Background: an optimization exercise with open tools, aiming at small area. Do not read the settings as production practice. In this exercise RTL edits were held to simulation tests only and were not proved equivalent to the original.

`design/flow/run.sh`:
```
#!/bin/bash
# synth_recipe.tcl (not shown) runs the flow's synth.tcl, then flattens the netlist and writes it again
# the make line also repeats each setting of config.mk as NAME=value (left out here)
make -C /OpenROAD-flow-scripts/flow DESIGN_CONFIG=/design/flow/config.mk WORK_HOME=/design/flow/orfs CLKGATE_MAP_FILE= SYNTH_SCRIPT=/design/flow/synth_recipe.tcl finish
```
`design/flow/config.mk`:
```
export PLATFORM = sky130hd
export DESIGN_NAME = lsrs_unit
export DESIGN_NICKNAME = lsrs_unit
export VERILOG_FILES = /design/flow/design.v
export SDC_FILE = /design/flow/constraint.sdc
export NUM_CORES = 4
export LEC_CHECK = 0
export CAP_MARGIN = 20
export CORE_MARGIN = 2
export CORE_UTILIZATION = 40
export SLEW_MARGIN = 20
export SYNTH_HIERARCHICAL = 1
export SYNTH_MINIMUM_KEEP_SIZE = 0
```
`design/flow/constraint.sdc`:
```
create_clock -name core_clock -period 7.0 [get_ports {clk}]
set_input_delay 1.4000 -clock core_clock [delete_from_list [all_inputs] [get_ports {clk}]]
set_output_delay 1.4000 -clock core_clock [all_outputs]
set_load 0.01 [all_outputs]
```
`design/flow/design.v`:
```
module lsrs_unit (
	input  logic        clk,
	input  logic        rst_n,
	input  logic        i_iq_valid,
	input  logic [3:0]  i_iq_tag,
	input  logic [3:0]  i_iq_base_tag,
	input  logic [31:0] i_iq_base_value,
	input  logic [3:0]  i_iq_data_tag,
	input  logic [31:0] i_iq_data_value,
	input  logic [11:0] i_iq_imm,
	input  logic        i_iq_is_store,
	input  logic        i_cdb_valid,
	input  logic [3:0]  i_cdb_tag,
	input  logic [31:0] i_cdb_data,
	input  logic        i_mu_ready,
	output logic        o_iq_ready,
	output logic        o_mu_valid,
	output logic [3:0]  o_mu_tag,
	output logic        o_mu_is_store,
	output logic [31:0] o_mu_addr,
	output logic [31:0] o_mu_wdata
);
	logic [7:0]        valid;    
	logic [7:0]        res;      
	logic [7:0]        bpend;    
	logic [7:0][31:0]  areg;     
	logic [7:0][11:0]  imm;
	logic [7:0][3:0]   tag;
	logic [3:0]        dpend;    
	logic [3:0][31:0]  wdata;    
	logic [3:0][3:0]   ld_sdep;  
	logic [3:0][3:0]   st_ldep;  
	logic [3:0][3:0]   st_sdep;  
	logic [7:0][2:0]   q;
	logic [2:0]        head;
	logic [2:0]        tail;
	logic [1:0]        ld_ptr;
	logic [1:0]        st_ptr;
	logic              lock_valid;
	logic              lock_st;
	logic [1:0]        lock_idx;
	logic       ld_full, st_full;
	logic [1:0] ld_free, st_free;
	logic       push;
	logic [7:0] alloc;
	logic       b_hit, d_hit;
	logic [31:0] b_val, d_val;
	assign ld_full = &valid[3:0];
	assign st_full = &valid[7:4];
	always_comb begin
		ld_free = 2'd0;
		st_free = 2'd0;
		for (int i = 3; i >= 0; i--) begin
			if (!valid[i]) ld_free = 2'(i);
			if (!valid[4+i]) st_free = 2'(i);
		end
	end
	assign o_iq_ready = i_iq_is_store ? !st_full : !ld_full;
	assign push = i_iq_valid && o_iq_ready;
	always_comb begin
		for (int i = 0; i < 4; i++) begin
			alloc[i]   = push && !i_iq_is_store && (ld_free == 2'(i));
			alloc[4+i] = push && i_iq_is_store && (st_free == 2'(i));
		end
	end
	assign b_hit = i_cdb_valid && (i_iq_base_tag != 4'd0) && (i_iq_base_tag == i_cdb_tag);
	assign d_hit = i_cdb_valid && (i_iq_data_tag != 4'd0) && (i_iq_data_tag == i_cdb_tag);
	assign b_val[31:4] = b_hit ? i_cdb_data[31:4] : i_iq_base_value[31:4];
	assign b_val[3:0]  = b_hit ? i_cdb_data[3:0]
		: (i_iq_base_tag != 4'd0) ? i_iq_base_tag : i_iq_base_value[3:0];
	assign d_val[31:4] = d_hit ? i_cdb_data[31:4] : i_iq_data_value[31:4];
	assign d_val[3:0]  = d_hit ? i_cdb_data[3:0]
		: (i_iq_data_tag != 4'd0) ? i_iq_data_tag : i_iq_data_value[3:0];
	logic       any_unres;
	logic [2:0] hslot;
	logic [7:0] hsel;
	logic       pop;
	logic [7:0] popv;
	logic [31:0] h_areg;
	logic [11:0] h_imm;
	logic [31:0] addr;
	logic [7:0] eq;
	assign any_unres = |(valid & ~res);
	assign hslot = q[head];
	always_comb begin
		for (int i = 0; i < 8; i++) hsel[i] = (hslot == 3'(i));
	end
	assign pop = any_unres && !(|(hsel & bpend));
	assign popv = pop ? hsel : 8'd0;
	m_head u_head(.hsel(hsel), .areg(areg), .imm(imm), .addr(addr));
	m_cmp u_cmp(.areg(areg), .addr(addr), .eq(eq));
	logic [7:0] b_snoop;
	logic [3:0] d_snoop;
	always_comb begin
		for (int i = 0; i < 8; i++)
			b_snoop[i] = i_cdb_valid && valid[i] && bpend[i] && (areg[i][3:0] == i_cdb_tag);
		for (int i = 0; i < 4; i++)
			d_snoop[i] = i_cdb_valid && valid[4+i] && dpend[i] && (wdata[i][3:0] == i_cdb_tag);
	end
	logic [3:0] ld_rdy, st_rdy;
	logic [1:0] ld_pick, st_pick;
	logic       sel_st;
	logic [1:0] sel_idx;
	logic [7:0] osel;
	logic       hs;
	logic [3:0] grant_ld, grant_st;
	always_comb begin
		for (int i = 0; i < 4; i++) begin
			ld_rdy[i] = valid[i] && res[i] && (ld_sdep[i] == 4'd0);
			st_rdy[i] = valid[4+i] && res[4+i] && (st_ldep[i] == 4'd0) && (st_sdep[i] == 4'd0)
				&& !dpend[i];
		end
	end
	function automatic logic [1:0] rr_pick(input logic [3:0] req, input logic [1:0] ptr);
		logic found;
		rr_pick = ptr;
		found = 1'b0;
		for (int k = 0; k < 4; k++) begin
			if (!found && req[2'(ptr + 2'(k))]) begin
				rr_pick = 2'(ptr + 2'(k));
				found = 1'b1;
			end
		end
	endfunction
	assign ld_pick = rr_pick(ld_rdy, ld_ptr);
	assign st_pick = rr_pick(st_rdy, st_ptr);
	always_comb begin
		if (lock_valid) begin
			sel_st = lock_st;
			sel_idx = lock_idx;
		end else if (|ld_rdy) begin
			sel_st = 1'b0;
			sel_idx = ld_pick;
		end else begin
			sel_st = 1'b1;
			sel_idx = st_pick;
		end
		for (int i = 0; i < 8; i++) osel[i] = ({sel_st, sel_idx} == 3'(i));
	end
	assign o_mu_valid = lock_valid || (|ld_rdy) || (|st_rdy);
	assign o_mu_is_store = sel_st;
	assign hs = o_mu_valid && i_mu_ready;
	assign grant_ld = hs ? osel[3:0] : 4'd0;
	assign grant_st = hs ? osel[7:4] : 4'd0;
	m_out u_out(.osel(osel), .areg(areg), .tag(tag), .wdata(wdata), .o_mu_addr(o_mu_addr), .o_mu_tag(o_mu_tag), .o_mu_wdata(o_mu_wdata));
	always_ff @(posedge clk or negedge rst_n) begin
		if (!rst_n) begin
			valid <= '0;
			head <= '0;
			tail <= '0;
			ld_ptr <= '0;
			st_ptr <= '0;
			lock_valid <= 1'b0;
		end else begin
			valid <= (valid | alloc) & ~{grant_st, grant_ld};
			if (push) tail <= tail + 3'd1;
			if (pop) head <= head + 3'd1;
			lock_valid <= o_mu_valid && !i_mu_ready;
			if (hs && !sel_st) ld_ptr <= sel_idx + 2'd1;
			if (hs && sel_st) st_ptr <= sel_idx + 2'd1;
		end
	end
	always_ff @(posedge clk) begin
		lock_st <= sel_st;
		lock_idx <= sel_idx;
		if (push) q[tail] <= {i_iq_is_store, i_iq_is_store ? st_free : ld_free};
		for (int i = 0; i < 8; i++) begin
			if (alloc[i]) begin
				res[i] <= 1'b0;
				bpend[i] <= (i_iq_base_tag != 4'd0) && !b_hit;
				imm[i] <= i_iq_imm;
				tag[i] <= i_iq_tag;
			end else if (popv[i]) begin
				res[i] <= 1'b1;
			end else if (b_snoop[i]) begin
				bpend[i] <= 1'b0;
			end
			areg[i] <= ({32{alloc[i]}} & b_val) | ({32{popv[i]}} & addr)
				| ({32{b_snoop[i] & ~alloc[i]}} & i_cdb_data)
				| ({32{~(alloc[i] | popv[i] | b_snoop[i])}} & areg[i]);
		end
		for (int i = 0; i < 4; i++) begin
			if (alloc[4+i]) begin
				dpend[i] <= (i_iq_data_tag != 4'd0) && !d_hit;
			end else if (d_snoop[i]) begin
				dpend[i] <= 1'b0;
			end
			wdata[i] <= ({32{alloc[4+i]}} & d_val) | ({32{d_snoop[i] & ~alloc[4+i]}} & i_cdb_data)
				| ({32{~(alloc[4+i] | d_snoop[i])}} & wdata[i]);
		end
		for (int k = 0; k < 4; k++) begin
			if (popv[k]) begin
				ld_sdep[k] <= eq[7:4] & res[7:4] & valid[7:4] & ~grant_st;
			end else begin
				ld_sdep[k] <= ld_sdep[k] & ~grant_st;
			end
			if (popv[4+k]) begin
				st_ldep[k] <= eq[3:0] & res[3:0] & valid[3:0] & ~grant_ld;
				st_sdep[k] <= eq[7:4] & res[7:4] & valid[7:4] & ~grant_st;
				st_sdep[k][k] <= 1'b0;  
			end else begin
				st_ldep[k] <= st_ldep[k] & ~grant_ld;
				st_sdep[k] <= st_sdep[k] & ~grant_st;
				st_sdep[k][k] <= 1'b0;
			end
		end
	end
endmodule
module m_head(input logic [7:0] hsel, input logic [7:0][31:0] areg, input logic [7:0][11:0] imm, output logic [31:0] addr);
	logic [31:0] h_areg; logic [11:0] h_imm;
	always_comb begin
		h_areg = '0;
		h_imm = '0;
		for (int i = 0; i < 8; i++) begin
			h_areg = h_areg | ({32{hsel[i]}} & areg[i]);
			h_imm = h_imm | ({12{hsel[i]}} & imm[i]);
		end
	end
	logic [12:0] lo;
	logic inc, dec, all1, all0;
	assign lo = {1'b0, h_areg[11:0]} + {1'b0, h_imm};
	assign inc = lo[12] & ~h_imm[11];
	assign dec = ~lo[12] & h_imm[11];
	always_comb begin
		all1 = 1'b1;
		all0 = 1'b1;
		addr[11:0] = lo[11:0];
		for (int i = 12; i < 32; i++) begin
			addr[i] = h_areg[i] ^ ((inc & all1) | (dec & all0));
			all1 = all1 & h_areg[i];
			all0 = all0 & ~h_areg[i];
		end
	end
endmodule
module m_cmp(input logic [7:0][31:0] areg, input logic [31:0] addr, output logic [7:0] eq);
	always_comb begin
		for (int i = 0; i < 8; i++) eq[i] = (areg[i] == addr);
	end
endmodule
module m_out(input logic [7:0] osel, input logic [7:0][31:0] areg, input logic [7:0][3:0] tag, input logic [3:0][31:0] wdata,
	output logic [31:0] o_mu_addr, output logic [3:0] o_mu_tag, output logic [31:0] o_mu_wdata);
	always_comb begin
		o_mu_addr = '0;
		o_mu_tag = '0;
		for (int i = 0; i < 8; i++) begin
			o_mu_addr = o_mu_addr | ({32{osel[i]}} & areg[i]);
			o_mu_tag = o_mu_tag | ({4{osel[i]}} & tag[i]);
		end
		o_mu_wdata = '0;
		for (int i = 0; i < 4; i++) o_mu_wdata = o_mu_wdata | ({32{osel[4+i]}} & wdata[i]);
	end
endmodule
```
==> results of run 1 <==
[worst max-delay path, delay by kind of cell (launching register included)]
| kind | cells | cell delay [ns] |
|---|---|---|
| xor+xnor | 2 | 0.36 |
| simple gates | 12 | 2.73 |
| buf+inv | 7 | 1.17 |
| flops | 1 | 0.43 |
| mux | 3 | 0.92 |
| compound gates | 5 | 0.70 |
| fa+ha+maj | 2 | 0.37 |
[sequential cells by signal, summed over array words and instances, names as in the netlist, 12 cells and up]
signal and cells:
areg 256, wdata 128, imm 96, tag 32, q 24, ld_sdep 16, st_ldep 16, st_sdep 12
[Yosys stat by module (local to each module, per instance)]
module | times used | cells inside
lsrs_unit | 1 | 2286
m_cmp | 1 | 376
m_head | 1 | 414
m_out | 1 | 324
[per-layer routing]
metal / vias to the layer above / GRT usage [%]
li1: 13600 / -
met1: 15700 / 43.9
met2: 2382 / 51.8
met3: 597 / 11.2
met4: 10 / 17.7
met5: - / 0.887
[path summary, 6_finish.rpt]
check	endpoint	slack [ns]	start
max	st_ldep[6]$_DFF_P_	0.25	head[0]$_DFFE_PN0N_
min	wdata[63]$_DFF_P_	0.47	wdata[63]$_DFF_P_
max reg2reg	st_ldep[6]$_DFF_P_	0.25	head[0]$_DFFE_PN0N_
min reg2reg	wdata[63]$_DFF_P_	0.47	wdata[63]$_DFF_P_
max in group asynchronous	head[0]$_DFFE_PN0N_	5.90	rst_n
min in group asynchronous	tail[2]$_DFFE_PN0P_	0.73	rst_n
[layout by cell type (no fill, tap or decap), drive strengths merged, types with 44 or more instances in the layout]
cell type      Yosys  layout
nor2             152     152
buf              250     298
a22oi            402     402
a222oi           168     168
xor2             300     300
a22o             181     181
nor4              93      93
edfxtp           164     164
nand2            109     109
clkdlybuf4s50      0     199
dfxtp            439     439
xnor2             44      44
clkbuf           137     103
o21ai            110     110
nand4            116     116
mux2i             56      56
inv              203     204
a221o            200     200
[cells by family after synthesis]
kind of cell | synth area share (%)
AOI/OAI and AO/OA | 28.6
DFF | 41.6
and+or+nand+nor | 9.32
buffers and inverters | 7.99
xor gates and xnor gates | 8.83
muxes | 2.84
adders and majority gates | 0.866
[metrics by stage]
stage | utilization, % | TNS [ns] | cells
3_3_place_gp | 44.9 | -15.82 | 4636
2_1_floorplan | - | 0 | 3400
3_5_place_dp | 45.0 | -18.79 | 4638
4_1_cts | 48.0 | 0 | 4768
5_1_grt | 48.5 | -0.0204 | 4790
6_report | 48.5 | 0 | 4792
[final cells by class]
type / instances / area, µm² / share of cell area [%]
clock buffers: 103 / 2040 / 4.95
multi-input cells: 2188 / 17900 / 43.5
clock inverters: 26 / 360 / 0.875
repair buffers: 497 / 4470 / 10.8
flip-flops and latches: 622 / 14200 / 34.4
diodes: 9 / 22.5 / 0.0547
inverters: 203 / 762 / 1.85
well taps: 1144 / 1430 / 3.47
[repair_timing]
| action | 4_1_cts | 5_1_grt |
|---|---|---|
| setup buffers | 1 | 15 |
| pin swaps | 21 | 56 |
| endpoints found under the setup margin | 44 | 45 |
| hold endpoints to repair | 0 | 0 |
| resized for setup | 42 | 55 |
==> reports/results.tsv, run 1 <==
metric	value	unit
outcome	complete, no violations	
Worst Max-Slew Pin Slew	1.22	ns
most frequent cell after synthesis	dfxtp_1	
Area growth, synth to finish	20.8	%
CTS max path bufs	3	
DR iter-0 viols	5373	
total gr overflow	0	
Ports	201	
Post-synth top cells	dfxtp_1, a22oi_1, xor2_1, inv_1, a221o_1	
Worst Setup Path Type	reg2reg	
largest net degree at the start of global routing	52	
Synthesized Nets	3553	
DP Worst Slack	-0.495	ns
Hold Slack	0.470	ns
vias	32300	
vias per cell	6.74	
Setup crit end kind	flop	
hold crit path type	reg2reg	
Hold Vio Cnt, Final	0	
routed length on met2	66600	µm
cts bufs inserted	72	
most used cell, CP	buf_4	
dpl hpwl	103000	µm
Min-Delay Path Depth	2	
H-Tree Depth	3	
FF-to-FF path depth	31	
Synth Instances	3400	
met3 WL	18900	µm
Post-synth EDFFs	164	
Starting Density	40.2	%
met1 wire length	59900	µm
drt pass-1 iters	10	
WL final	155000	µm
CORE AREA	84900	µm²
Synth Flop Type	dfxtp_1	
largest area contributor in the netlist	dfxtp_1	
gr usage total	34.4	%
Root Driver	clkbuf_16	
PortBufs	200	
Post-CTS Hold Fix Bufs	0	
synth warn	10	
CTS tree	built	
Die Y	296	µm
Core Rows	107	
final worst setup slack	0.253	ns
vias in the first global route	30800	
die width	296	µm
Setup-failing EPs final	0	
Post-Syn Area	34100	µm²
Max Used Layer	met5	
Worst-Skew Late Latency	0.66	ns
clk_skew	0.0312	ns
post-route cell area	41200	µm²
period utilization	96.4	%
slowest CP cell	or4_4	
first-pass GRT wire length	220000	µm
placed inst area	38200	µm²
post-synth top area share	25.8	%
Cell variety after synth	81	
Mean Syn Cell Area	10.0	µm²
Slew Viols, Final	0	
Worst slew margin	18.2	%
remaining antenna violation count after routing	0	
Required @ worst endpoint	7.59	ns
Startpoint Class	flop	
critical path fanouts, max	14	
share of layout cells above drive strength 1	18.0	%
final RePlAce weighted congestion	1.03	
Post-synth ARST share	3.05	%
DRC violations left	0	
top cells by area, synth	dfxtp_1, edfxtp_1, xor2_1	
clock slew at reported path FFs	0.06	ns
Max Cap Viol	0	
crit path DAT	7.34	ns
Seq/Total Area, Yosys	41.6	%
die area	87600	µm²
clock period minus worst slack	6.75	ns
Filler cells	7982	
nets	3737	
FMAX	148	MHz
Clock Sinks	622	
max incr delay on CP	0.56	ns
wire per inst	32.3	µm
initial antenna violation count	15	
Synth Register Bits	622	
==> run 2: changes to the inputs <==
--- a/design/flow/design.v
+++ b/design/flow/design.v
@@ -32,7 +32,5 @@
 	logic [3:0][3:0]   st_ldep;  
 	logic [3:0][3:0]   st_sdep;  
-	logic [7:0][2:0]   q;
-	logic [2:0]        head;
-	logic [2:0]        tail;
+	logic [7:0][2:0]   rank;
 	logic [1:0]        ld_ptr;
 	logic [1:0]        st_ptr;
@@ -72,6 +70,4 @@
 	assign d_val[3:0]  = d_hit ? i_cdb_data[3:0]
 		: (i_iq_data_tag != 4'd0) ? i_iq_data_tag : i_iq_data_value[3:0];
-	logic       any_unres;
-	logic [2:0] hslot;
 	logic [7:0] hsel;
 	logic       pop;
@@ -81,10 +77,15 @@
 	logic [31:0] addr;
 	logic [7:0] eq;
-	assign any_unres = |(valid & ~res);
-	assign hslot = q[head];
-	always_comb begin
-		for (int i = 0; i < 8; i++) hsel[i] = (hslot == 3'(i));
-	end
-	assign pop = any_unres && !(|(hsel & bpend));
+	logic [7:0] unres;
+	logic [3:0] n_unres;
+	logic [2:0] new_rank;
+	assign unres = valid & ~res;
+	always_comb begin
+		n_unres = '0;
+		for (int i = 0; i < 8; i++) n_unres = n_unres + 4'(unres[i]);
+		for (int i = 0; i < 8; i++) hsel[i] = unres[i] && (rank[i] == 3'd0);
+	end
+	assign pop = |(hsel & ~bpend);
+	assign new_rank = 3'(n_unres) - 3'(pop);
 	assign popv = pop ? hsel : 8'd0;
 	m_head u_head(.hsel(hsel), .areg(areg), .imm(imm), .addr(addr));
@@ -147,6 +148,4 @@
 		if (!rst_n) begin
 			valid <= '0;
-			head <= '0;
-			tail <= '0;
 			ld_ptr <= '0;
 			st_ptr <= '0;
@@ -154,6 +153,4 @@
 		end else begin
 			valid <= (valid | alloc) & ~{grant_st, grant_ld};
-			if (push) tail <= tail + 3'd1;
-			if (pop) head <= head + 3'd1;
 			lock_valid <= o_mu_valid && !i_mu_ready;
 			if (hs && !sel_st) ld_ptr <= sel_idx + 2'd1;
@@ -164,5 +161,8 @@
 		lock_st <= sel_st;
 		lock_idx <= sel_idx;
-		if (push) q[tail] <= {i_iq_is_store, i_iq_is_store ? st_free : ld_free};
+		for (int i = 0; i < 8; i++) begin
+			if (alloc[i]) rank[i] <= new_rank;
+			else if (pop) rank[i] <= rank[i] - 3'd1;
+		end
 		for (int i = 0; i < 8; i++) begin
 			if (alloc[i]) begin
==> run 2 against run 1 <==
Still clean on timing, DRC and antenna; synthesized cell count decreased by 1.1%; non-clock buffer count decreased by 63; sequential share of layout area increased by 0.45 points.
==> reports/results.tsv, run 2 <==
metric	value	unit	change
vias in the first global route	29900		-2.8%
CTS tree	built		
die width	295	µm	-0.49%
Worst slew margin	16.1	%	-2.1 points
Post-synth top cells	dfxtp_1, a22oi_1, xor2_1, a22o_1, a221o_1		
commonest non-fill, non-tap cell in the layout	dfxtp_1		
synth warn	10		unchanged
post-route cell area	40200	µm²	-2.3%
Cells after DPL	4543		-2.0%
most frequent cell after synthesis	dfxtp_1		
H-Tree Depth	3		unchanged
DRC violations left	0		unchanged
Die Y	295	µm	-0.49%
Post-synth ARST share	2.11	%	-0.94 points
Ports	201		unchanged
Top Registers	areg: 256 flops, wdata: 128 flops, imm: 96 flops		
hold crit path type	reg2reg		
largest area contributor in the netlist	dfxtp_1		
dpl hpwl	101000	µm	-2.1%
slowest CP cell	or4_4		
period utilization	95.7	%	-0.66 points
top cells by area, synth	dfxtp_1, edfxtp_1, xor2_1		
total gr overflow	0		unchanged
post-synth top area share	26.0	%	+0.26 points
final non-filler cell total	4678		-2.4%
placed inst area	37400	µm²	-1.9%
Synth Register Bits	616		-0.96%
Hold Vio Cnt, Final	0		unchanged
Startpoint Class	flop		
Worst-Skew Late Latency	0.65	ns	about the same
gr usage total	33.8	%	-0.57 points
WL final	152000	µm	-1.7%
DR iter-0 viols	5235		-2.6%
final RePlAce weighted congestion	1.12		+8.4%
Slew Viols, Final	0		unchanged
Top delay family on crit path	simple AND/OR/NAND/NOR gates		
Max Cap Viol	0		unchanged
first-pass GRT wire length	216000	µm	-2.1%
clock slew at reported path FFs	0.06	ns	about the same
wire per inst	32.5	µm	+0.73%
final core occ	48.1	%	-0.46 points
initial antenna violation count	16		+1
remaining antenna violation count after routing	0		unchanged
Root Driver	clkbuf_16		
number of flip-flops in the largest register	256		unchanged
drt pass-1 iters	8		-2
Filler cells	7637		-4.3%
Area growth, synth to finish	19.1	%	
Worst Setup Path Type	reg2reg		
Setup-failing EPs final	0		unchanged
Post-Syn Area	33800	µm²	-1.0%
Mean Syn Cell Area	10.0	µm²	+0.12%
CORE AREA	83700	µm²	-1.4%
max incr delay on CP	0.57	ns	about the same
Setup crit end kind	flop		
commonest non-fill, non-tap cells in the layout	dfxtp_1, a22oi_1, xor2_1, a22o_1, a221o_1		
PortBufs	200		unchanged
Starting Density	40.4	%	+0.16 points
most used cell, CP	a21oi_2		
nets	3656		-2.2%
Core Rows	106		-0.93%
r2r setup slk	0.30	ns	+0.05 ns
outcome	complete, no violations		
Synth Flop Type	dfxtp_1		
critical path fanouts, max	7		-7
largest net degree at the start of global routing	43		-17%
FMAX	149	MHz	+0.69%
die area	86800	µm²	-0.99%
Biggest register	areg		
crit path DAT	7.27	ns	-0.07 ns
Seq/Total Area, Yosys	41.6	%	about the same
vias	32000		-0.90%
vias per cell	6.84		+1.5%
Synthesized Nets	3534		-0.53%
Synth Instances	3362		-1.1%
Required @ worst endpoint	7.57	ns	-0.02 ns
share of layout cells above drive strength 1	14.6	%	-3.3 points
Clock Sinks	616		-0.96%
Post-CTS Hold Fix Bufs	0		unchanged
CTS max path bufs	3		unchanged
Post-synth EDFFs	164		unchanged
crit path buf inv count	5		-2
clock period minus worst slack	6.70	ns	-0.0459 ns
clk_skew	0.0234	ns	-0.00778 ns
cts bufs inserted	71		-1.4%
Cell variety after synth	68		-16%
Worst Max-Slew Pin Slew	1.26	ns	+0.0312 ns
run 2: cell types whose count changed in the layout (fill, tap and decap cells not counted), sizes merged, moves of 14 or more:
cell,previous run,this run
inv,204,170
o21ai,110,53
mux2,21,2
or2,18,3
ha,22,36
a222oi,168,112
a21oi,32,57
a221o,200,257
a22o,181,260
mux2i,56,33
buf,298,234
run 2: cells by family (layout without fill, tap and decap cells):
family	after synthesis	after routing	synth area share, %
and+or+nand+nor	574	574	9.08
xor gates and xnor gates	349	349	9.05
adders and majority gates	42	42	1.69
DFF	616	616	41.6
AOI/OAI and AO/OA	1194	1194	30.2
other	0	2	0
muxes	35	35	1.04
buffers and inverters	552	732	7.38
run 2: worst reg2reg max path: cells and delay by family (launching register included):
kind	cells	cell delay, ns
AOI/OAI and AO/OA	9	1.11
xor gates and xnor gates	2	0.37
buffers and inverters	5	0.64
DFF	1	0.38
adders and majority gates	4	0.91
and+or+nand+nor	12	3.25
run 2: area by class of cell:
cell class	count	area, µm²	area share [%]
repair buffers	434	3910	9.70
diodes	2	5.00	0.0124
inverters	167	627	1.56
flip-flops and latches	616	14000	34.9
multi-input cells	2194	17800	44.3
clock buffers	99	2070	5.15
clock inverters	32	364	0.905
well taps	1134	1420	3.53
run 2: worst paths after layout:
path	startpoint	endpoint	cells after the start
max in group asynchronous	rst_n	ld_ptr[1]$_DFFE_PN0P_	1
hold reg to reg	wdata[127]$_DFF_P_	wdata[127]$_DFF_P_	2
setup reg to reg	rank[0]$_DFFE_PP_	ld_sdep[15]$_DFF_P_	32
min in group asynchronous	rst_n	valid[5]$_DFF_PN0_	1
hold / removal	wdata[127]$_DFF_P_	wdata[127]$_DFF_P_	2
setup / recovery	rank[0]$_DFFE_PP_	ld_sdep[15]$_DFF_P_	32
run 2: what timing repair did:
action,CTS,global route
pin swaps,8,10
endpoints found under the hold margin,0,0
setup endpoints to repair,44,44
buffers inserted,1,1
resized for setup,24,36
gates cloned,0,0
run 2: metal layers:
metal	track usage, %	vias up	wire (µm)
met5	0.113	-	195
met4	15.5	28	7810
met3	10.8	578	19400
met2	50.3	2337	64600
li1	-	13400	-
met1	44.5	15600	60000
run 2: through the flow:
step / setup TNS (ns) / hold WS [ns] / setup slack (ns)
after global placement: -15.43 / 0.443 / -0.640
after CTS: 0 / 0.468 / 0.0105
after floorplan: 0 / 0.434 / 0.0744
after detailed placement: -20.53 / 0.451 / -0.667
final: 0 / 0.468 / 0.299
after global routing: -0.0123 / 0.493 / -0.00840
run 2: per-module statistics from Yosys (local to each module, per instance):
module / cells / cell area, µm²
lsrs_unit: 2248 / 25400
m_cmp: 376 / 3040
m_head: 414 / 2900
m_out: 324 / 2470
==> run 3: changes to the inputs <==
==> design/flow/flow/run.sh (new file) <==
#!/bin/bash
# The standard layout (standard.sh, unchanged synthesis), with two changes to the layout:
# the port buffers are buf_1, and the clock tree is built from clkbuf_4/clkbuf_8 without dummy
# loads. Everything make prints goes to standard.log in this folder; ORFS's own per-step logs stay
# under orfs/logs.
set -uo pipefail
export BUFFER_PORTS_ARGS="-buffer_cell sky130_fd_sc_hd__buf_1"
export CTS_ARGS="-sink_clustering_enable -repair_clock_nets -buf_list {sky130_fd_sc_hd__clkbuf_4 sky130_fd_sc_hd__clkbuf_8} -dont_use_dummy_load"
bash standard.sh > standard.log 2>&1
==> design/flow/standard.sh (new file) <==
#!/bin/bash
# synth_recipe.tcl (not shown) runs the flow's synth.tcl, then flattens the netlist and writes it again
# the make line also repeats each setting of config.mk as NAME=value (left out here)
make -C /OpenROAD-flow-scripts/flow DESIGN_CONFIG=/design/flow/config.mk WORK_HOME=/design/flow/orfs CLKGATE_MAP_FILE= SYNTH_SCRIPT=/design/flow/synth_recipe.tcl "${@:-finish}"
removed: design/flow/run.sh
==> run 3 against run 2 <==
Critical path depth unchanged; non-clock buffer count up 21; via count up 0.80%; wire length up 2.8%; synthesized cell count unchanged; synthesized area unchanged; global-route usage up 1.1 points; first-iteration DRC count down 3.0%.
==> reports/results.tsv, run 3 <==
metric	value	unit	change
period utilization	96.6	%	+0.83 points
gr usage total	35.0	%	+1.1 points
post-synthesis simple-gate area fraction	9.08	%	unchanged
FMAX	148	MHz	-0.85%
final core occ	45.6	%	-2.5 points
clock period minus worst slack	6.76	ns	+0.0578 ns
Top delay family on crit path	simple AND/OR/NAND/NOR gates		
DR iter-0 viols	5078		-3.0%
RSZ-0062 raised after global routing	false		
hold crit path type	reg2reg		
mux cell area share after synthesis	1.04	%	unchanged
post-synth top area share	26.0	%	unchanged
cts bufs inserted	106		+49%
Core Rows	106		unchanged
nets	3712		+1.5%
Max Cap Viol	0		unchanged
Synth Area in Adders	1.69	%	unchanged
Required @ worst endpoint	7.59	ns	+0.02 ns
Post-synth top cells	dfxtp_1, a22oi_1, xor2_1, a22o_1, a221o_1		
slowest CP cell	or4_4		
synth warn	10		unchanged
largest family of logic cells by synthesized area	compound AO/OA/AOI/OAI gates		
Worst Max-Slew Pin Slew	1.26	ns	+0.00744 ns
outcome	complete, no violations		
Synth Register Bits	616		unchanged
Area growth, synth to finish	12.9	%	
Synth Flop Type	dfxtp_1		
Seq/Total Area, Yosys	41.6	%	unchanged
Worst Setup SP	rank[0]$_DFFE_PP_		
critical path fanouts, max	7		unchanged
drt pass-1 iters	11		+3
CORE AREA	83700	µm²	unchanged
crit path DAT	7.35	ns	+0.08 ns
Worst Setup Path Type	reg2reg		
DP Worst Slack	-0.488	ns	+0.179 ns
Hold Vio Cnt, Final	0		unchanged
Die Y	295	µm	unchanged
share of layout cells above drive strength 1	15.4	%	+0.75 points
Setup-failing EPs final	0		unchanged
remaining antenna violation count after routing	0		unchanged
largest area contributor in the netlist	dfxtp_1		
Cells after DPL	4555		+0.26%
vias per cell	6.89		+0.80%
most frequent cell after synthesis	dfxtp_1		
Ports	201		unchanged
Setup crit end kind	flop		
dpl hpwl	105000	µm	+3.9%
crit path buf inv count	5		unchanged
largest net degree at the start of global routing	44		+2.3%
Clock Sinks	616		unchanged
Hold Startpoint	wdata[127]$_DFF_P_		
vias	32200		+0.80%
commonest non-fill, non-tap cells in the layout	dfxtp_1, a22oi_1, xor2_1, a22o_1, a221o_1		
total gr overflow	0		unchanged
clock slew at reported path FFs	0.05	ns	about the same
first-pass GRT wire length	221000	µm	+2.6%
WL final	156000	µm	+2.8%
Critical R2R Launch	rank[0]$_DFFE_PP_		
vias in the first global route	30400		+1.6%
DRC violations left	0		unchanged
Post-CTS Hold Fix Bufs	0		unchanged
Startpoint Class	flop		
die area	86800	µm²	unchanged
Starting Density	40.4	%	unchanged
initial antenna violation count	9		-7
Worst-Skew Late Latency	0.77	ns	+0.12 ns
PortBufs	200		unchanged
Post-synth ARST share	2.11	%	unchanged
Biggest register	areg		
commonest non-fill, non-tap cell in the layout	dfxtp_1		
max incr delay on CP	0.58	ns	about the same
Post-Synth XOR/XNOR Area	9.05	%	unchanged
Mean Syn Cell Area	10.0	µm²	unchanged
Top Registers	areg: 256 flops, wdata: 128 flops, imm: 96 flops		
number of flip-flops in the largest register	256		unchanged
Root Driver	clkbuf_8		
CTS tree	built		
Post-Syn Area	33800	µm²	unchanged
H-Tree Depth	3		unchanged
Worst slew margin	15.6	%	-0.50 points
die width	295	µm	unchanged
final RePlAce weighted congestion	1.08		-3.0%
Synthesized Nets	3534		unchanged
final setup TNS	0	ns	unchanged
Cell variety after synth	68		unchanged
final worst setup slack	0.241	ns	-0.0578 ns
compound-gate portion of the synthesized area	30.2	%	unchanged
top cells by area, synth	dfxtp_1, edfxtp_1, xor2_1		
Slew Viols, Final	0		unchanged
final non-filler cell total	4678		unchanged
Post-synth EDFFs	164		unchanged
CTS max path bufs	3		unchanged
Synth Instances	3362		unchanged
wire per inst	33.4	µm	+2.8%
clk_skew	0.114	ns	+0.0904 ns
-- run 3: final cells by class --
cell class	instances	area, µm²
antenna	6	15.0
inverter	167	632
clock buffer	106	1460
multi-input combinational	2194	17800
tap	1134	1420
timing repair buffer	455	2770
sequential	616	14000
fill	8023	45500
-- run 3: metal layers --
| layer | global-route usage (%) | wire length [µm] | up-vias | part of all wire (%) |
|---|---|---|---|---|
| met1 | 47.5 | 62500 | 15800 | 40 |
| met4 | 16.2 | 8560 | 14 | 5.5 |
| met5 | 0 | 176 | - | 0.11 |
| met3 | 9.92 | 19800 | 571 | 13 |
| li1 | - | - | 13500 | - |
| met2 | 51.1 | 65300 | 2405 | 42 |
-- run 3: final timing paths --
| check | endpoint | slack [ns] | depth (start not counted) |
|---|---|---|---|
| max reg2reg | ld_sdep[6]$_DFF_P_ | 0.24 | 32 |
| min reg2reg | wdata[127]$_DFF_P_ | 0.47 | 2 |
| min | wdata[127]$_DFF_P_ | 0.47 | 2 |
| min in group asynchronous | valid[3]$_DFF_PN0_ | 0.77 | 1 |
| max | ld_sdep[6]$_DFF_P_ | 0.24 | 32 |
| max in group asynchronous | ld_ptr[1]$_DFFE_PN0P_ | 5.64 | 1 |
-- run 3: kinds of logic (layout without fill, tap and decap cells) --
| kind of cell | after synthesis | in the layout |
|---|---|---|
| AO/OA/AOI/OAI | 1194 | 1194 |
| flip-flops | 616 | 616 |
| AND/OR/NAND/NOR | 574 | 574 |
| buffers and inverters | 552 | 728 |
| XOR/XNOR | 349 | 349 |
| adder cells (fa/ha/maj) | 42 | 42 |
| multiplexers | 35 | 35 |
| other | 0 | 6 |
-- run 3: worst min-delay path: cells and delay by family (launching register included) --
kind	cells	cell delay, ns
flip-flops	1	0.32
AO/OA/AOI/OAI	1	0.07
buffers and inverters	1	0.05
-- run 3: modules after synthesis (local to each module, per instance) --
module / area, µm² / times used
m_cmp: 3040 / 1
m_out: 2470 / 1
m_head: 2900 / 1
lsrs_unit: 25400 / 1
-- run 3: stage by stage --
| stage | hold WS (ns) | cell area (µm²) |
|---|---|---|
| 3_3_place_gp | 0.444 | 36300 |
| 3_5_place_dp | 0.454 | 36300 |
| 4_1_cts | 0.468 | 37900 |
| 2_1_floorplan | 0.434 | 33800 |
| 5_1_grt | 0.492 | 38100 |
| 6_report | 0.469 | 38100 |
-- run 3: timing repair --
| item | 4_1_cts | 5_1_grt |
|---|---|---|
| setup endpoints to repair | 44 | 44 |
| buffers inserted | 6 | 5 |
| pin swaps | 10 | 30 |
| resized for setup | 34 | 32 |
==> run 4: changes to the inputs <==
--- a/design/flow/flow/run.sh
+++ b/design/flow/flow/run.sh
@@ -6,4 +6,4 @@
 set -uo pipefail
 export BUFFER_PORTS_ARGS="-buffer_cell sky130_fd_sc_hd__buf_1"
-export CTS_ARGS="-sink_clustering_enable -repair_clock_nets -buf_list {sky130_fd_sc_hd__clkbuf_4 sky130_fd_sc_hd__clkbuf_8} -dont_use_dummy_load"
+export CTS_ARGS="-sink_clustering_enable -repair_clock_nets -buf_list {sky130_fd_sc_hd__clkbuf_8} -sink_clustering_size 16 -sink_clustering_max_diameter 60 -dont_use_dummy_load"
 bash standard.sh > standard.log 2>&1
--- a/design/flow/config.mk
+++ b/design/flow/config.mk
@@ -8,5 +8,6 @@
 export CAP_MARGIN = 20
 export CORE_MARGIN = 2
-export CORE_UTILIZATION = 40
+export CORE_UTILIZATION = 50
+export SETUP_SLACK_MARGIN = 0.15
 export SLEW_MARGIN = 20
 export SYNTH_HIERARCHICAL = 1
==> run 4 against run 3 <==
Hold slack improved by 0.014 ns; highest routed layer unchanged; sequential share of layout area rose by 1.1 points; core utilization rose by 9.7 points; still clean on timing, DRC and antenna; non-clock buffer count fell by 25; flip-flop and latch count did not move; synthesized cell count did not move; setup slack improved by 0.030 ns; clock skew fell by 0.016 ns.
==> reports/results.tsv, run 4 <==
metric	value	unit	change
outcome	complete, no violations		
clock period minus worst slack	6.73	ns	-0.0302 ns
DRC violations left	0		unchanged
drt pass-1 iters	13		+2
slowest CP cell	or4_4		
Clock Sinks	616		unchanged
vias per cell	7.55		+9.5%
DR iter-0 viols	5403		+6.4%
Synth Instances	3362		unchanged
synth warn	10		unchanged
Required @ worst endpoint	7.68	ns	+0.09 ns
max incr delay on CP	0.56	ns	-0.02 ns
Synthesized Nets	3534		unchanged
vias in the first global route	31100		+2.5%
period utilization	96.1	%	-0.43 points
most frequent cell after synthesis	dfxtp_1		
initial antenna violation count	6		-3
RSZ-0062 raised after global routing	true		
Worst Setup Path Type	reg2reg		
hold crit path type	reg2reg		
die width	264	µm	-10%
Ports	201		unchanged
top cells by area, synth	dfxtp_1, edfxtp_1, xor2_1		
remaining antenna violation count after routing	0		unchanged
post-synth top area share	26.0	%	unchanged
Starting Density	50.4	%	+10 points
Setup crit end kind	flop		
vias	32700		+1.6%
commonest non-fill, non-tap cell in the layout	dfxtp_1		
nets	3636		-2.0%
wire per inst	36.3	µm	+8.5%
Worst-Skew Late Latency	0.76	ns	about the same
Max Cap Viol	0		unchanged
Area growth, synth to finish	9.72	%	
most used cell, CP	a21oi_2		
Post-synth ARST share	2.11	%	unchanged
die area	69600	µm²	-20%
Post-synth top cells	dfxtp_1, a22oi_1, xor2_1, a22o_1, a221o_1		
commonest non-fill, non-tap cells in the layout	dfxtp_1, a22oi_1, xor2_1, a22o_1, a221o_1		
CTS tree	built		
first-pass GRT wire length	222000	µm	+0.42%
WL final	157000	µm	+0.66%
final setup TNS	0	ns	unchanged
share of layout cells above drive strength 1	13.9	%	-1.5 points
Synth Flop Type	dfxtp_1		
CORE AREA	67000	µm²	-20%
Root Driver	clkbuf_8		
critical path fanouts, max	7		unchanged
final core occ	55.3	%	+9.7 points
crit path DAT	7.41	ns	+0.06 ns
largest net degree at the start of global routing	44		unchanged
Top Registers	areg: 256 flops, wdata: 128 flops, imm: 96 flops		
dpl hpwl	105000	µm	about the same
Startpoint Class	flop		
largest area contributor in the netlist	dfxtp_1		
PortBufs	200		unchanged
FMAX	149	MHz	+0.45%
Setup-failing EPs final	0		unchanged
Die Y	264	µm	-10%
Biggest register	areg		
Mean Syn Cell Area	10.0	µm²	unchanged
Cell variety after synth	68		unchanged
cts bufs inserted	55		-48%
CTS max path bufs	3		unchanged
Post-synth EDFFs	164		unchanged
Slew Viols, Final	0		unchanged
Hold Vio Cnt, Final	0		unchanged
total gr overflow	0		unchanged
Seq/Total Area, Yosys	41.6	%	unchanged
clock slew at reported path FFs	0.11	ns	+0.06 ns
Post-Syn Area	33800	µm²	unchanged
gr usage total	43.3	%	+8.3 points
Synth Register Bits	616		unchanged
H-Tree Depth	2		-1
clk_skew	0.0982	ns	-0.0156 ns
Worst slew margin	16.6	%	+1.0 points
number of flip-flops in the largest register	256		unchanged
Worst Max-Slew Pin Slew	1.25	ns	-0.0121 ns
final RePlAce weighted congestion	1.09		+0.76%
Core Rows	95		-10%
==> run 4: cell counts after synthesis <==
Identical to the previous run, type by type.
==> run 4: cell families after synthesis <==
kind of cell    Yosys count  synth area share, %
buf+inv                 552                 7.38
xor+xnor                349                 9.05
compound gates         1194                 30.2
flops                   616                 41.6
fa+ha+maj                42                 1.69
mux                      35                 1.04
simple gates            574                 9.08
==> run 4: layout make-up <==
| type | count | area [µm²] |
|---|---|---|
| fillers | 5929 | 30000 |
| flip-flops and latches | 616 | 14000 |
| clock buffers | 55 | 757 |
| repair buffers | 430 | 2620 |
| diodes | 4 | 10.0 |
| multi-input cells | 2194 | 17900 |
| well taps | 873 | 1090 |
| inverters | 167 | 632 |
==> run 4: layer usage <==
layer / share of wire (%) / vias to the layer above / track usage [%]
met4: 6.4 / 4 / 22.8
li1: - / 13300 / -
met2: 43 / 2796 / 65.5
met1: 38 / 16000 / 56.2
met5: 0.017 / - / 0.208
met3: 13 / 689 / 12.2
==> run 4: final timing paths <==
path                                   startpoint  cells past startpoint  slack (ns)               endpoint
worst min register to register  wdata[69]$_DFF_P_                      2        0.48      wdata[69]$_DFF_P_
worst min-delay path            wdata[69]$_DFF_P_                      2        0.48      wdata[69]$_DFF_P_
worst max-delay path            rank[3]$_DFFE_PP_                     32        0.27     ld_sdep[0]$_DFF_P_
worst max register to register  rank[3]$_DFFE_PP_                     32        0.27     ld_sdep[0]$_DFF_P_
max in group asynchronous                   rst_n                      1        5.71  ld_ptr[0]$_DFFE_PN0P_
min in group asynchronous                   rst_n                      1        0.74  st_ptr[0]$_DFFE_PN0P_
==> run 4: what timing repair did <==
item	CTS	global route
hold buffers	0	0
buffers inserted	1	18
pin swaps	19	31
gates resized for setup	37	58
setup endpoints to repair	44	44
cloned	0	1
==> run 4: per-module statistics from Yosys, one instance, submodules excluded <==
module     times used  area (µm²)
lsrs_unit           1       25400
m_cmp               1        3040
m_head              1        2900
m_out               1        2470
==> run 4: worst max-delay path, delay by kind of cell, from the launching register on <==
family,cells,cell delay [ns]
AND/OR/NAND/NOR,12,3.29
flip-flops,1,0.42
buffers and inverters,6,0.71
XOR/XNOR,2,0.35
adder cells (fa/ha/maj),3,0.75
AO/OA/AOI/OAI,9,1.16
==> run 4: through the flow <==
step	hold slack, ns	area (µm²)	std cells	worst slack, ns
floorplan	0.434	33800	3362	0.176
global placement	0.444	35600	4257	-0.385
detailed placement	0.452	35600	4258	-0.520
CTS	0.477	36600	4314	0.176
global route	0.498	37100	4337	0.0910
finish	0.483	37100	4339	0.271
==> run 5: changes to the inputs <==
--- a/design/flow/config.mk
+++ b/design/flow/config.mk
@@ -8,6 +8,6 @@
 export CAP_MARGIN = 20
 export CORE_MARGIN = 2
-export CORE_UTILIZATION = 50
-export SETUP_SLACK_MARGIN = 0.15
+export CORE_UTILIZATION = 40
+export GPL_TIMING_DRIVEN = 0
 export SLEW_MARGIN = 20
 export SYNTH_HIERARCHICAL = 1
==> run 5 against run 4 <==
Largest cell class unchanged; critical endpoint is now ld_sdep[12]$_DFF_P_; highest routed layer unchanged; non-clock buffer count up 173; the layout now fails its checks (negative setup slack); hold slack worse by 0.0083 ns; global-route usage down 5.5 points.
==> reports/results.tsv, run 5 <==
metric	value	unit	change
outcome	complete, but fails checks		
SO Faults	negative setup slack		
PortBufs	168		-16%
die area	86800	µm²	+25%
most frequent cell after synthesis	dfxtp_1		
period utilization	105	%	+9.1 points
crit path DAT	8.06	ns	+0.65 ns
max incr delay on CP	0.63	ns	+0.07 ns
Synth Flop Type	dfxtp_1		
hold crit path type	reg2reg		
commonest non-fill, non-tap cells in the layout	dfxtp_1, a22oi_1, xor2_1, a22o_1, a221o_1		
Seq/Total Area, Yosys	41.6	%	unchanged
largest net degree at the start of global routing	26		-41%
die width	295	µm	+12%
final RePlAce weighted congestion	1.12		+2.4%
share of layout cells above drive strength 1	14.1	%	+0.17 points
clock period minus worst slack	7.37	ns	+0.637 ns
final worst setup slack	-0.366	ns	-0.637 ns
drt pass-1 iters	10		-3
CTS tree	built		
post-synth top area share	26.0	%	unchanged
Post-synth top cells	dfxtp_1, a22oi_1, xor2_1, a22o_1, a221o_1		
Worst slew margin	23.2	%	+6.6 points
Register Area	14000	µm²	about the same
Worst Setup Path Type	reg2reg		
vias per cell	6.85		-9.3%
Required @ worst endpoint	7.69	ns	about the same
Die Y	295	µm	+12%
RSZ-0062 raised after global routing	true		
WL final	169000	µm	+7.4%
vias in the first global route	30200		-3.0%
Top Registers	areg: 256 flops, wdata: 128 flops, imm: 96 flops		
Starting Density	40.4	%	-10 points
vias	32700		-0.049%
Setup-failing EPs final	44		+44
total gr overflow	0		unchanged
FMAX	136	MHz	-8.6%
cts bufs inserted	60		+9.1%
Worst Max-Slew Pin Slew	1.14	ns	-0.108 ns
remaining antenna violation count after routing	0		unchanged
largest area contributor in the netlist	dfxtp_1		
wire per inst	35.4	µm	-2.5%
dpl hpwl	125000	µm	+19%
most used cell, CP	a21oi_2		
Core Rows	106		+12%
Post-CTS Hold Fix Bufs	0		unchanged
Synthesized Nets	3534		unchanged
Clock Sinks	616		unchanged
slowest CP cell	or4_4		
clk_skew	0.0923	ns	-0.00583 ns
Multi-input gate area	18000	µm²	+0.45%
Worst-Skew Late Latency	0.78	ns	+0.02 ns
top cells by area, synth	dfxtp_1, edfxtp_1, xor2_1		
Setup crit end kind	flop		
clock slew at reported path FFs	0.09	ns	-0.02 ns
Slew Viols, Final	0		unchanged
Post-synth EDFFs	164		unchanged
DRC violations left	0		unchanged
Max Cap Viol	0		unchanged
Filler cells	8035		+36%
Startpoint Class	flop		
H-Tree Depth	2		unchanged
Root Driver	clkbuf_8		
final setup TNS	-11.24	ns	-11.24 ns
Hold Vio Cnt, Final	0		unchanged
Ports	201		unchanged
initial antenna violation count	15		+9
Synth Register Bits	616		unchanged
Post-synth ARST share	2.11	%	unchanged
Cell variety after synth	68		unchanged
critical path fanouts, max	7		unchanged
Biggest register	areg		
Post-Syn Area	33800	µm²	unchanged
nets	3814		+4.9%
number of flip-flops in the largest register	256		unchanged
CORE AREA	83700	µm²	+25%
Area growth, synth to finish	13.7	%	
commonest non-fill, non-tap cell in the layout	dfxtp_1		
first-pass GRT wire length	234000	µm	+5.1%
DR iter-0 viols	5616		+3.9%
synth warn	10		unchanged
final core occ	45.9	%	-9.4 points
Mean Syn Cell Area	10.0	µm²	unchanged
Synth Instances	3362		unchanged
gr usage total	37.8	%	-5.5 points
CTS max path bufs	3		unchanged
[run 5: cell counts after synthesis]
No cell type changed its count.
[run 5: repair_timing]
item / CTS / global route
cloned: 0 / 1
setup endpoints to repair: 204 / 44
resized for setup: 237 / 33
setup buffers: 33 / 21
pin swaps: 44 / 32
[run 5: final cells by class]
class	instances	area share (%)
Antenna cell	6	0.0391
Buffer	366	5.65
Clock buffer	60	2.15
Inverter	167	1.64
Multi-Input combinational cell	2194	46.9
Sequential cell	616	36.6
Tap cell	1134	3.70
Timing Repair Buffer	237	3.37
[run 5: critical path: cells and delay by family (launching register included)]
family,cells,cell delay [ns]
AOI/OAI and AO/OA,9,1.20
xor gates and xnor gates,2,0.39
adders and majority gates,3,0.77
buffers and inverters,8,1.11
DFF,1,0.40
and+or+nand+nor,12,3.40
[run 5: final timing paths]
kind	from	endpoint	cells past startpoint	slack, ns
max	rank[18]$_DFFE_PP_	ld_sdep[12]$_DFF_P_	34	-0.37
min	wdata[70]$_DFF_P_	wdata[70]$_DFF_P_	2	0.47
max reg2reg	rank[18]$_DFFE_PP_	ld_sdep[12]$_DFF_P_	34	-0.37
min reg2reg	wdata[70]$_DFF_P_	wdata[70]$_DFF_P_	2	0.47
max in group asynchronous	rst_n	valid[7]$_DFF_PN0_	1	5.71
min in group asynchronous	rst_n	valid[2]$_DFF_PN0_	1	0.69
[run 5: cells by family (layout without fill, tap and decap cells)]
group | Yosys count | count (layout) | synth area share [%]
buffers and inverters | 552 | 830 | 7.38
flip-flops | 616 | 616 | 41.6
XOR/XNOR | 349 | 349 | 9.05
AO/OA/AOI/OAI | 1194 | 1194 | 30.2
multiplexers | 35 | 35 | 1.04
adder cells (fa/ha/maj) | 42 | 42 | 1.69
other | 0 | 6 | 0
AND/OR/NAND/NOR | 574 | 574 | 9.08
[run 5: metrics by stage]
step	instances	instance area, µm²	hold slack (ns)	worst slack [ns]
floorplan	3362	33800	0.434	0.0744
global placement	4664	35800	0.445	-4.11
detailed placement	4677	36100	0.450	-4.16
CTS	4755	38100	0.476	-0.103
global route	4777	38400	0.498	-0.421
finish	4780	38400	0.475	-0.366
[run 5: modules after synthesis (local to each module, per instance)]
| module | times used | cells | cell area [µm²] | flops+latches |
|---|---|---|---|---|
| m_head | 1 | 414 | 2900 | 0 |
| m_cmp | 1 | 376 | 3040 | 0 |
| m_out | 1 | 324 | 2470 | 0 |
| lsrs_unit | 1 | 2248 | 25400 | 616 |
[run 5: per-layer routing]
layer	vias up	part of all wire [%]	routed length [µm]	track usage, %
met5	-	0.066	111	0
met4	18	5.7	9710	17.3
met3	553	12	20600	11.2
met2	2395	42	71100	56.5
met1	16100	40	67500	50.0
li1	13700	-	-	-
==> run 6: changes to the inputs <==
--- a/design/flow/config.mk
+++ b/design/flow/config.mk
@@ -9,5 +9,4 @@
 export CORE_MARGIN = 2
 export CORE_UTILIZATION = 40
-export GPL_TIMING_DRIVEN = 0
 export SLEW_MARGIN = 20
 export SYNTH_HIERARCHICAL = 1
==> run 6 against run 5 <==
Largest cell class unchanged; core utilization decreased by 1.0 points; clock skew fell by 0.020 ns; global-route usage is 3.0 points lower; die area is the same; design area is 2.3% lower; wire length fell by 8.1%; the run now finishes clean.
==> reports/results.tsv, run 6 <==
metric	value	unit	change
outcome	complete, no violations		
Min-Delay Path Depth	2		unchanged
final worst setup slack	0.248	ns	+0.614 ns
Post-Syn Area	33800	µm²	unchanged
Worst-Skew Late Latency	0.74	ns	-0.04 ns
Area growth, synth to finish	11.1	%	
Ports	201		unchanged
vias per cell	6.86		+0.24%
period utilization	96.5	%	-8.8 points
commonest non-fill, non-tap cells in the layout	dfxtp_1, a22oi_1, xor2_1, a22o_1, a221o_1		
Hold Slack	0.478	ns	+0.00342 ns
cts bufs inserted	58		-3.3%
max incr delay on CP	0.58	ns	-0.05 ns
Worst Setup Path Type	reg2reg		
RSZ-0062 raised after global routing	false		
critical path fanouts, max	7		unchanged
Critical R2R Launch	rank[3]$_DFFE_PP_		
Starting Density	40.4	%	unchanged
Core Rows	106		unchanged
gr usage total	34.7	%	-3.0 points
largest area contributor in the netlist	dfxtp_1		
Worst Max-Slew Pin Slew	1.23	ns	+0.0900 ns
Biggest register	areg		
Top Registers	areg: 256 flops, wdata: 128 flops, imm: 96 flops		
final non-filler cell total	4630		-3.1%
drt pass-1 iters	9		-1
Worst Setup SP	rank[3]$_DFFE_PP_		
Max Cap Viol	0		unchanged
nets	3663		-4.0%
DP Worst Slack	-0.488	ns	+3.68 ns
die area	86800	µm²	unchanged
Synth Instances	3362		unchanged
clk_skew	0.0726	ns	-0.0197 ns
initial antenna violation count	10		-5
Post-synth EDFFs	164		unchanged
Seq/Total Area, Yosys	41.6	%	unchanged
Setup-failing EPs final	0		-100%
Die Y	295	µm	unchanged
post-route cell area	37500	µm²	-2.3%
Required @ worst endpoint	7.67	ns	-0.02 ns
Hold Startpoint	wdata[101]$_DFF_P_		
Clock Sinks	616		unchanged
share of layout cells above drive strength 1	14.2	%	+0.15 points
slowest CP cell	or4_4		
r2r setup slk	0.25	ns	+0.61 ns
Synthesized Nets	3534		unchanged
placed inst area	36300	µm²	+0.43%
Cell variety after synth	68		unchanged
FMAX	148	MHz	+9.1%
Slew Viols, Final	0		unchanged
FF-to-FF path depth	32		-5.9%
remaining antenna violation count after routing	0		unchanged
clock period minus worst slack	6.75	ns	-0.614 ns
vias	31800		-2.9%
clock slew at reported path FFs	0.10	ns	about the same
Worst slew margin	17.6	%	-5.6 points
hold crit path type	reg2reg		
vias in the first global route	29900		-1.1%
total gr overflow	0		unchanged
largest net degree at the start of global routing	44		+69%
Post-CTS Hold Fix Bufs	0		unchanged
die width	295	µm	unchanged
Post-synth top cells	dfxtp_1, a22oi_1, xor2_1, a22o_1, a221o_1		
Mean Syn Cell Area	10.0	µm²	unchanged
Synth Register Bits	616		unchanged
WL final	155000	µm	-8.1%
Synth Flop Type	dfxtp_1		
CTS max path bufs	3		unchanged
crit path DAT	7.43	ns	-0.63 ns
Post-synth ARST share	2.11	%	unchanged
DR iter-0 viols	5128		-8.7%
final RePlAce weighted congestion	1.08		-3.0%
CORE AREA	83700	µm²	unchanged
most frequent cell after synthesis	dfxtp_1		
dpl hpwl	105000	µm	-16%
Hold Vio Cnt, Final	0		unchanged
commonest non-fill, non-tap cell in the layout	dfxtp_1		
post-synth top area share	26.0	%	unchanged
DRC violations left	0		unchanged
synth warn	10		unchanged
CTS tree	built		
top cells by area, synth	dfxtp_1, edfxtp_1, xor2_1		
Cells after DPL	4555		-2.6%
wire per inst	33.5	µm	-5.1%
Startpoint Class	flop		
PortBufs	200		+19%
Setup crit end kind	flop		
H-Tree Depth	2		unchanged
Root Driver	clkbuf_8		
first-pass GRT wire length	220000	µm	-5.7%
number of flip-flops in the largest register	256		unchanged
-- run 6: cell counts after synthesis --
No cell type changed its count.
-- run 6: through the flow --
step / utilization [%] / TNS, ns
2_1_floorplan: - / 0
5_1_grt: 44.8 / 0
4_1_cts: 44.5 / 0
3_3_place_gp: 43.3 / -9.13
6_report: 44.8 / 0
3_5_place_dp: 43.3 / -15.70
-- run 6: logic make-up after synthesis --
group / after synthesis / synth area share, %
xor+xnor: 349 / 9.05
buf+inv: 552 / 7.38
mux: 35 / 1.04
fa+ha+maj: 42 / 1.69
compound gates: 1194 / 30.2
flops: 616 / 41.6
simple gates: 574 / 9.08
-- run 6: path summary, 6_finish.rpt --
check                                         to
max                           ld_sdep[0]$_DFF_P_
min                           wdata[101]$_DFF_P_
max reg2reg                   ld_sdep[0]$_DFF_P_
min reg2reg                   wdata[101]$_DFF_P_
max in group asynchronous  ld_ptr[0]$_DFFE_PN0P_
min in group asynchronous     valid[3]$_DFF_PN0_
-- run 6: cell type report --
type	count	area (µm²)
Timing Repair Buffer	454	2770
Sequential cell	616	14000
Antenna cell	7	17.5
Fill cell	8088	46200
Multi-Input combinational cell	2194	17800
Inverter	167	632
Clock buffer	58	798
Tap cell	1134	1420
-- run 6: metal layers --
| metal | wire length (µm) | vias up | global-route usage, % |
|---|---|---|---|
| met3 | 19700 | 514 | 9.58 |
| li1 | - | 13400 | - |
| met2 | 65000 | 2303 | 50.5 |
| met5 | 123 | - | 0.113 |
| met1 | 62300 | 15600 | 47.7 |
| met4 | 8230 | 8 | 15.7 |
-- run 6: Yosys stat by module (local to each module, per instance) --
| module | flops+latches | cells inside |
|---|---|---|
| lsrs_unit | 616 | 2248 |
| m_cmp | 0 | 376 |
| m_head | 0 | 414 |
| m_out | 0 | 324 |
-- run 6: timing repair --
item / 4_1_cts / 5_1_grt
pin swaps: 9 / 30
endpoints found under the hold margin: 0 / 0
gates resized for setup: 32 / 36
setup endpoints to repair: 44 / 44
buffers inserted: 5 / 5
-- run 6: worst max-delay path: cells and delay by family (launching register included) --
family	cells	cell delay, ns
xor+xnor	2	0.34
buf+inv	5	0.61
compound gates	9	1.10
simple gates	12	3.32
fa+ha+maj	4	0.93
flops	1	0.39
==> run 7: changes to the inputs <==
--- a/design/flow/config.mk
+++ b/design/flow/config.mk
@@ -8,5 +8,6 @@
 export CAP_MARGIN = 20
 export CORE_MARGIN = 2
-export CORE_UTILIZATION = 40
+export CORE_UTILIZATION = 50
+export SETUP_SLACK_MARGIN = 0.08
 export SLEW_MARGIN = 20
 export SYNTH_HIERARCHICAL = 1
==> run 7 against run 6 <==
First-iteration DRC count up 8.1%; highest routed layer unchanged; global-route usage rose by 8.8 points; maximum frequency fell by 0.72%.
==> reports/results.tsv, run 7 <==
metric	value	unit	change
largest area contributor in the netlist	dfxtp_1		
Clock Sinks	616		unchanged
vias per cell	7.57		+10%
CTS tree	built		
CORE AREA	67000	µm²	-20%
outcome	complete, no violations		
FF-to-FF path depth	33		+3.1%
commonest non-fill, non-tap cells in the layout	dfxtp_1, a22oi_1, xor2_1, a22o_1, a221o_1		
remaining antenna violation count after routing	0		unchanged
share of layout cells above drive strength 1	13.6	%	-0.62 points
final non-filler cell total	4325		-6.6%
placed inst area	35600	µm²	-1.7%
Worst Max-Slew Pin Slew	1.23	ns	-0.00199 ns
Max Cap Viol	0		unchanged
Filler cells	6028		-25%
synth warn	10		unchanged
first-pass GRT wire length	224000	µm	+1.6%
Synth Register Bits	616		unchanged
Top Registers	areg: 256 flops, wdata: 128 flops, imm: 96 flops		
FMAX	147	MHz	-0.72%
Worst Setup Path Type	reg2reg		
Worst slew margin	17.7	%	+0.15 points
clock slew at reported path FFs	0.09	ns	about the same
Worst Setup SP	rank[0]$_DFFE_PP_		
Synthesized Nets	3534		unchanged
final core occ	55.1	%	+10 points
Synth Instances	3362		unchanged
clk_skew	0.117	ns	+0.0445 ns
Register Area	14000	µm²	unchanged
RSZ-0062 raised after global routing	true		
Core Rows	95		-10%
CTS max path bufs	3		unchanged
crit path DAT	7.43	ns	about the same
wire per inst	36.5	µm	+8.7%
Die Y	264	µm	-10%
DR iter-0 viols	5545		+8.1%
DRC violations left	0		unchanged
final RePlAce weighted congestion	1.09		+0.57%
total gr overflow	0		unchanged
Synth Flop Type	dfxtp_1		
hold crit path type	reg2reg		
DP Worst Slack	-0.482	ns	+0.00588 ns
largest net degree at the start of global routing	43		-2.3%
Starting Density	50.4	%	+10 points
nets	3623		-1.1%
Area growth, synth to finish	9.38	%	
slowest CP cell	or4_4		
Required @ worst endpoint	7.63	ns	-0.04 ns
Setup crit end kind	flop		
Min-Delay Path Depth	2		unchanged
PortBufs	200		unchanged
cts bufs inserted	53		-8.6%
number of flip-flops in the largest register	256		unchanged
Critical R2R Launch	rank[0]$_DFFE_PP_		
Top delay family on crit path	simple AND/OR/NAND/NOR gates		
die area	69600	µm²	-20%
top cells by area, synth	dfxtp_1, edfxtp_1, xor2_1		
Hold Path End	wdata[101]$_DFF_P_		
Root Driver	clkbuf_8		
most used cell, CP	a21oi_2		
Mean Syn Cell Area	10.0	µm²	unchanged
Cell variety after synth	68		unchanged
Post-synth top cells	dfxtp_1, a22oi_1, xor2_1, a22o_1, a221o_1		
FF-to-FF End	st_ldep[0]$_DFF_P_		
most frequent cell after synthesis	dfxtp_1		
Cells after DPL	4257		-6.5%
vias	32800		+3.1%
H-Tree Depth	2		unchanged
r2r setup slk	0.20	ns	-0.05 ns
Post-Syn Area	33800	µm²	unchanged
critical path fanouts, max	5		-2
Hold Vio Cnt, Final	0		unchanged
clock period minus worst slack	6.80	ns	+0.0491 ns
vias in the first global route	31600		+5.8%
Worst-Skew Late Latency	0.76	ns	+0.02 ns
period utilization	97.2	%	+0.70 points
final worst setup slack	0.199	ns	-0.0491 ns
Startpoint Class	flop		
Post-synth EDFFs	164		unchanged
Seq/Total Area, Yosys	41.6	%	unchanged
commonest non-fill, non-tap cell in the layout	dfxtp_1		
Post-synth ARST share	2.11	%	unchanged
Slew Viols, Final	0		unchanged
drt pass-1 iters	9		unchanged
Ports	201		unchanged
Biggest register	areg		
crit path buf inv count	7		+2
post-synth top area share	26.0	%	unchanged
die width	264	µm	-10%
gr usage total	43.6	%	+8.8 points
dpl hpwl	105000	µm	about the same
WL final	158000	µm	+1.5%
Hold Startpoint	wdata[101]$_DFF_P_		
Setup-failing EPs final	0		unchanged
post-route cell area	36900	µm²	-1.5%
initial antenna violation count	9		-1
max incr delay on CP	0.56	ns	-0.02 ns
Multi-input gate area	17900	µm²	+0.31%
## run 7: area by class of cell
type	count	area share (%)
Antenna cell	3	0.0203
Multi-Input combinational cell	2194	48.4
Inverter	167	1.72
Sequential cell	616	38.0
Timing Repair Buffer	419	6.91
Clock buffer	53	1.97
Tap cell	873	2.96
## run 7: worst min-delay path, cell delays in order, from the launching register on
cell and delay (ns):
dfxtp_1 0.33, a222oi_1 0.07, inv_1 0.05
## run 7: timing repair
item / 4_1_cts / 5_1_grt
hold buffers: 0 / 0
gates resized for setup: 35 / 63
pin swaps: 12 / 37
gates cloned: 0 / 1
endpoints found under the setup margin: 44 / 44
setup buffers: 0 / 11
## run 7: worst max path at each step
stage	end	slack [ns]	cells past startpoint
after CTS	st_ldep[8]$_DFF_P_	0.11	33
final	st_ldep[0]$_DFF_P_	0.20	33
after global routing	st_ldep[14]$_DFF_P_	-0.05	33
after floorplan	ld_sdep[15]$_DFF_P_	0.09	36
after global placement	st_ldep[6]$_DFF_P_	-0.45	32
after detailed placement	st_ldep[6]$_DFF_P_	-0.48	32
## run 7: through the flow
stage               setup TNS (ns)  hold slack [ns]
floorplan                        0            0.434
global placement             -7.26            0.444
detailed placement           -9.25            0.454
CTS                              0            0.471
global route                -0.416            0.502
finish                           0            0.473
## run 7: kinds of logic (layout without fill, tap and decap cells)
group | after synthesis | after routing | share of synthesized area (%)
flops | 616 | 616 | 41.6
fa+ha+maj | 42 | 42 | 1.69
buf+inv | 552 | 639 | 7.38
simple gates | 574 | 574 | 9.08
xor+xnor | 349 | 349 | 9.05
mux | 35 | 35 | 1.04
compound gates | 1194 | 1194 | 30.2
other cells | 0 | 3 | 0
## run 7: per-module statistics from Yosys (local to each module, per instance)
| module | area [µm²] | copies in the design | cells inside | flops+latches |
|---|---|---|---|---|
| lsrs_unit | 25400 | 1 | 2248 | 616 |
| m_cmp | 3040 | 1 | 376 | 0 |
| m_head | 2900 | 1 | 414 | 0 |
| m_out | 2470 | 1 | 324 | 0 |
## run 7: per-layer routing
layer	part of all wire, %	up-vias	track usage (%)
met5	0.11	-	0
met4	6.4	12	22.1
met3	14	728	13.1
met2	42	2801	65.8
met1	37	16000	56.5
li1	-	13300	-

[re-timing with driven ports]
The results above use ideal ports. As a check the final layouts listed here were re-extracted and re-timed, cells and wires unchanged. Step 1 (the two cells are an assumption about what drives the block):
set clk [get_ports {clk}]
set_driving_cell -lib_cell sky130_fd_sc_hd__clkbuf_16 $clk
set_driving_cell -lib_cell sky130_fd_sc_hd__buf_2 [delete_from_list [all_inputs] $clk]
Step 2 moves the port delays by t, midway between the first and last clock arrival at a register: inputs arrive t later, outputs are due t later. That takes back most of the time a late clock gives input paths. Three values: no drivers, after step 1, after step 2; two values: the first two.
| run | shift t [ns] | setup WS [ns] | latest minus earliest clock arrival (ns) |
|---|---|---|---|
| run 1 | 0.718 | 0.253 / 0.233 / 0.253 | 0.031 / 0.032 |
| run 2 | 0.698 | 0.299 / 0.299 / 0.299 | 0.024 / 0.025 |
| run 3 | 0.778 | 0.241 / 0.241 / 0.241 | 0.114 / 0.113 |
| run 4 | 0.778 | 0.271 / 0.271 / 0.271 | 0.098 / 0.099 |
| run 5 | 0.798 | -0.366 / -0.366 / -0.366 | 0.092 / 0.092 |
| run 6 | 0.768 | 0.248 / 0.248 / 0.248 | 0.073 / 0.073 |
| run 7 | 0.765 | 0.199 / 0.199 / 0.199 | 0.117 / 0.117 |
